What follows belongs to an exercise in optimizing a design on an open flow for small area; a production flow would make more cautious choices. No functional check of the RTL was part of this run. Power is estimated from default activity; no workload was simulated.

[flow/config.mk]
export PLATFORM = sky130hd
export DESIGN_NAME = regfile_param
export DESIGN_NICKNAME = regfile_param
export VERILOG_FILES = /design/flow/design.v
export SDC_FILE = /design/flow/constraint.sdc
export NUM_CORES = 4
export LEC_CHECK = 0
export CAP_MARGIN = 0
export CELL_PAD_IN_SITES_DETAIL_PLACEMENT = 1
export CELL_PAD_IN_SITES_GLOBAL_PLACEMENT = 1
export CORE_MARGIN = 2
export CORE_UTILIZATION = 40
export MIN_ROUTING_LAYER = met2
export PLACE_DENSITY = 0.45
export SLEW_MARGIN = 0
export SYNTH_HIERARCHICAL = 1
[flow/constraint.sdc]
create_clock -name core_clock -period 7.0 [get_ports {clk}]
set_input_delay 1.4000 -clock core_clock [delete_from_list [all_inputs] [get_ports {clk}]]
set_output_delay 1.4000 -clock core_clock [all_outputs]
set_load 0.01 [all_outputs]
[flow/design.v]
module regfile_bit (
    input  logic clk,
    input  logic e0,
    input  logic e1,
    input  logic h,
    input  logic d0,
    input  logic d1,
    output logic q
);
    always_ff @(posedge clk) begin
        q <= (e0 & d0) | (e1 & d1) | (h & q);
    end
endmodule
module regfile_row #(
    parameter int unsigned WIDTH = 32
) (
    input  logic             clk,
    input  logic             e0,
    input  logic             e1,
    input  logic             h,
    input  logic [WIDTH-1:0] d0,
    input  logic [WIDTH-1:0] d1,
    output logic [WIDTH-1:0] q
);
    for (genvar b = 0; b < WIDTH; b++) begin : g_bit
        regfile_bit u_bit (
            .clk(clk), .e0(e0), .e1(e1), .h(h), .d0(d0[b]), .d1(d1[b]), .q(q[b])
        );
    end
endmodule
module regfile_aoi3 (
    input  logic [2:0] a,
    input  logic [2:0] b,
    output logic       y
);
    assign y = ~|(a & b);
endmodule
module regfile_rdbit #(
    parameter int unsigned N = 31
) (
    input  logic [N-1:0] sel,
    input  logic [N-1:0] d,
    output logic         y
);
    localparam int unsigned G = N / 3;   
    localparam int unsigned R = N - 3 * G;
    logic [G-1:0] n;
    for (genvar g = 0; g < G; g++) begin : g_grp
        regfile_aoi3 u_aoi (.a(sel[3*g +: 3]), .b(d[3*g +: 3]), .y(n[g]));
    end
    if (R == 0) begin : g_r0
        assign y = ~&n;
    end else begin : g_rn
        assign y = ~&n | (|(sel[N-1:3*G] & d[N-1:3*G]));
    end
endmodule
module regfile_nand2 (input logic a, input logic b, output logic y);
    assign y = ~(a & b);
endmodule
module regfile_and2 (input logic a, input logic b, output logic y);
    assign y = a & b;
endmodule
module regfile_and3 (input logic a, input logic b, input logic c, output logic y);
    assign y = a & b & c;
endmodule
module regfile_inv (input logic a, output logic y);
    assign y = ~a;
endmodule
module regfile_param #(
    parameter int unsigned       WIDTH       = 32,
    parameter int unsigned       ADDR_W      = 5,
    parameter logic [WIDTH-1:0]  RESET_VALUE = '0,
    parameter int unsigned       ZERO_REG    = 1
) (
    input  logic              clk,
    input  logic              reset,
    input  logic              clear,
    input  logic              wr0_en,
    input  logic              wr1_en,
    input  logic [ADDR_W-1:0] wr0_addr,
    input  logic [ADDR_W-1:0] wr1_addr,
    input  logic [WIDTH-1:0]  wr0_data,
    input  logic [WIDTH-1:0]  wr1_data,
    input  logic [ADDR_W-1:0] rd0_addr,
    input  logic [ADDR_W-1:0] rd1_addr,
    output logic [WIDTH-1:0]  rd0_data,
    output logic [WIDTH-1:0]  rd1_data,
    output logic              busy
);
    localparam int unsigned DEPTH = 2 ** ADDR_W;
    localparam int unsigned N     = DEPTH - 1;   
    logic              busy_q;
    logic [ADDR_W-1:0] ptr_q;
    always_ff @(posedge clk) begin
        if (reset) begin
            busy_q <= 1'b1;
            ptr_q  <= '0;
        end else if (busy_q) begin
            ptr_q <= ptr_q + ADDR_W'(1);
            if (ptr_q == ADDR_W'(DEPTH - 1)) busy_q <= 1'b0;
        end else if (clear) begin
            busy_q <= 1'b1;
        end
    end
    logic wr_ok, sw_ok;
    assign wr_ok = !reset && !busy_q;
    assign sw_ok = !reset && busy_q;
    logic [3:0] w0_lo, w1_lo, sw_lo, r0_lo, r1_lo;
    logic [7:0] w0_hi, w1_hi, sw_hi, r0_hi, r1_hi;
    always_comb begin
        for (int j = 0; j < 4; j++) begin
            w0_lo[j] = wr_ok && wr0_en && (wr0_addr[1:0] == 2'(j));
            w1_lo[j] = wr_ok && wr1_en && (wr1_addr[1:0] == 2'(j));
            sw_lo[j] = sw_ok && (ptr_q[1:0] == 2'(j));
            r0_lo[j] = (rd0_addr[1:0] == 2'(j));
            r1_lo[j] = (rd1_addr[1:0] == 2'(j));
        end
        for (int k = 0; k < 8; k++) begin
            w0_hi[k] = (wr0_addr[4:2] == 3'(k));
            w1_hi[k] = (wr1_addr[4:2] == 3'(k));
            sw_hi[k] = (ptr_q[4:2] == 3'(k));
            r0_hi[k] = (rd0_addr[4:2] == 3'(k));
            r1_hi[k] = (rd1_addr[4:2] == 3'(k));
        end
    end
    logic [WIDTH-1:0] ent  [N];
    logic [N-1:0]     entT [WIDTH];
    logic [N-1:0]     sel0, sel1;
    for (genvar i = 0; i < N; i++) begin : g_ent
        localparam int unsigned A  = i + 1;
        localparam int unsigned LO = A % 4;
        localparam int unsigned HI = A / 4;
        logic nhit0, nhit1, nswp, hit0, e0, e1, h;
        regfile_nand2 u_nh0 (.a(w0_lo[LO]), .b(w0_hi[HI]), .y(nhit0));
        regfile_nand2 u_nh1 (.a(w1_lo[LO]), .b(w1_hi[HI]), .y(nhit1));
        regfile_nand2 u_nsw (.a(sw_lo[LO]), .b(sw_hi[HI]), .y(nswp));
        regfile_inv   u_e1  (.a(nhit1), .y(e1));
        regfile_inv   u_h0  (.a(nhit0), .y(hit0));
        regfile_and2  u_e0  (.a(hit0), .b(nhit1), .y(e0));
        regfile_and3  u_h   (.a(nhit0), .b(nhit1), .c(nswp), .y(h));
        regfile_row #(.WIDTH(WIDTH)) u_row (
            .clk(clk), .e0(e0), .e1(e1), .h(h), .d0(wr0_data), .d1(wr1_data), .q(ent[i])
        );
        regfile_and2 u_s0 (.a(r0_lo[LO]), .b(r0_hi[HI]), .y(sel0[i]));
        regfile_and2 u_s1 (.a(r1_lo[LO]), .b(r1_hi[HI]), .y(sel1[i]));
        for (genvar b = 0; b < WIDTH; b++) begin : g_t
            assign entT[b][i] = ent[i][b];
        end
    end
    for (genvar b = 0; b < WIDTH; b++) begin : g_rd
        regfile_rdbit #(.N(N)) u_rd0 (.sel(sel0), .d(entT[b]), .y(rd0_data[b]));
        regfile_rdbit #(.N(N)) u_rd1 (.sel(sel1), .d(entT[b]), .y(rd1_data[b]));
    end
    assign busy = busy_q;
endmodule
[flow/flow/run.sh]
#!/bin/bash
# Standard ORFS layout (the standard.sh) with two changes: clock tree
# synthesis without dummy loads and with small clock buffers, and the port
# buffers made from the plain buffer cell (repair_design resizes them as needed).
set -euo pipefail
export CTS_ARGS="-sink_clustering_enable -repair_clock_nets -dont_use_dummy_load -sink_clustering_size 20 -sink_clustering_max_diameter 60 -buf_list {sky130_fd_sc_hd__clkbuf_2 sky130_fd_sc_hd__clkbuf_4 sky130_fd_sc_hd__clkbuf_8}"
export BUFFER_PORTS_ARGS="-buffer_cell sky130_fd_sc_hd__buf_1"
bash standard.sh finish > flow.log 2>&1
[flow/standard.sh]
#!/bin/bash
# synth_recipe.tcl (not shown) runs the flow's synth.tcl, then flattens the netlist and writes it again
# the make line also repeats each setting of config.mk as NAME=value (left out here)
make -C /OpenROAD-flow-scripts/flow DESIGN_CONFIG=/design/flow/config.mk WORK_HOME=/design/flow/orfs CLKGATE_MAP_FILE= SYNTH_SCRIPT=/design/flow/synth_recipe.tcl "${@:-finish}"
==> out/results.txt <==
Grt total ovfl - 14
IO Port Bufs - 153
Post-CTS setup buffers - 0
Largest net degree at the start of global routing - 33
Yosys warns - 11
Clock Path Buffers - 3
Syn nets - 4346
FF+latch count, synth - 998
CTS sink cnt - 998
Exit stage - global routing (5_1_grt)
Mapped Cells - 4252
First-pass GRT wire length - 447000 um
Number of global-route vias before repair - 74569
Sequential fraction of the synthesis area - 45.6%
GRT Util Overall - 82.5%
Library cells used by synthesis - 31
Cts bufs inserted - 108
Avg Inst Size Synth - 10.3 sq um
DP HPWL - 164000 um
Hold Buf Count CTS - 0
Mapped Area - 43800 sq um
Die H - 335 um
H-tree depth - 3
Ports - 154
FP Rows - 121
Die Width - 335 um
Clock Tree Root - clkbuf_8
Initial core utilization - 40.3%
PostCTS Resize Cnt - 0
Err - [ERROR GRT-0116] Global routing finished with congestion. Check the congestion regions in the DRC Viewer.
Status - stopped before the end
Routability Congestion - 1.10
## stage by stage
step / worst slack, ps / hold WS [ps] / utilization, % / area, sq um / cells
after floorplan: 2710 / 477 / - / 43800 / 4252
after global placement: 1530 / 493 / 43.7 / 47600 / 5973
after detailed placement: 1450 / 505 / 43.7 / 47600 / 5973
after CTS: 1440 / 520 / 45.1 / 49100 / 6081
## synth_stat cells
master,number,area (sq um)
nor2b_1,6,37.5
mux2i_1,2,20.0
nand4_1,128,801
dfxtp_1,998,20000
xnor2_1,1,8.76
and3b_1,11,96.3
a21o_1,1,7.51
nand3b_1,1,7.51
nor3_1,5,25.0
and4bb_2,2,25.0
a21bo_2,1,10.0
nor3b_1,15,113
clkbuf_1,1,3.75
and2_1,99,619
ha_1,5,62.6
nor2_1,10,37.5
a2111o_1,64,721
and4_1,2,17.5
or2_1,1,6.26
a21oi_1,1,5.00
a222oi_1,1632,16300
mux2_4,1,15.0
nand2_1,162,608
buf_2,2,10.0
and4b_1,4,40.0
nand4_2,1,12.5
nor2_4,1,11.3
and3_1,37,231
inv_1,1056,3960
clkbuf_2,1,5.00
buf_6,1,11.3
## layer usage
layer	track usage, %	GRT overflow
met5	71.0	2
met4	65.3	0
met3	89.1	12
met2	86.6	0
met1	-	-
## cell families after synthesis
group,Yosys count,share of synthesized area (%)
xor+xnor,1,0.0200
flops,998,45.6
fa+ha+maj,5,0.143
compound gates,1699,39.0
buf+inv,1061,9.11
mux,3,0.0799
simple gates,485,6.13
## Yosys stat by module (local to each module, per instance), excerpt
module         cell area, sq um  flops+latches  copies in the design
regfile_inv                3.75              0                    62
regfile_and3               6.26              0                    31
regfile_bit                33.8              1                   992
regfile_param               810              6                     1
regfile_aoi3               10.0              0                   640
regfile_and2               6.26              0                    93
regfile_nand2              3.75              0                    93
## how the worst max path moves through the flow
stage	slack (ps)	end	cells after the start
2_1_floorplan	2710	rd0_data[0]	5
3_3_place_gp	1530	rd0_data[16]	8
3_5_place_dp	1450	rd0_data[16]	8
4_1_cts	1440	rd0_data[16]	8
## power groups by stage
| stage | sequential (W) | combinational, W | clock (W) |
|---|---|---|---|
| floorplan | 0.00591 | 0.000175 | 0 |
| global placement | 0.00593 | 0.000577 | 0 |
| CTS | 0.00580 | 0.000584 | 0.00350 |
| detailed placement | 0.00593 | 0.000584 | 0 |
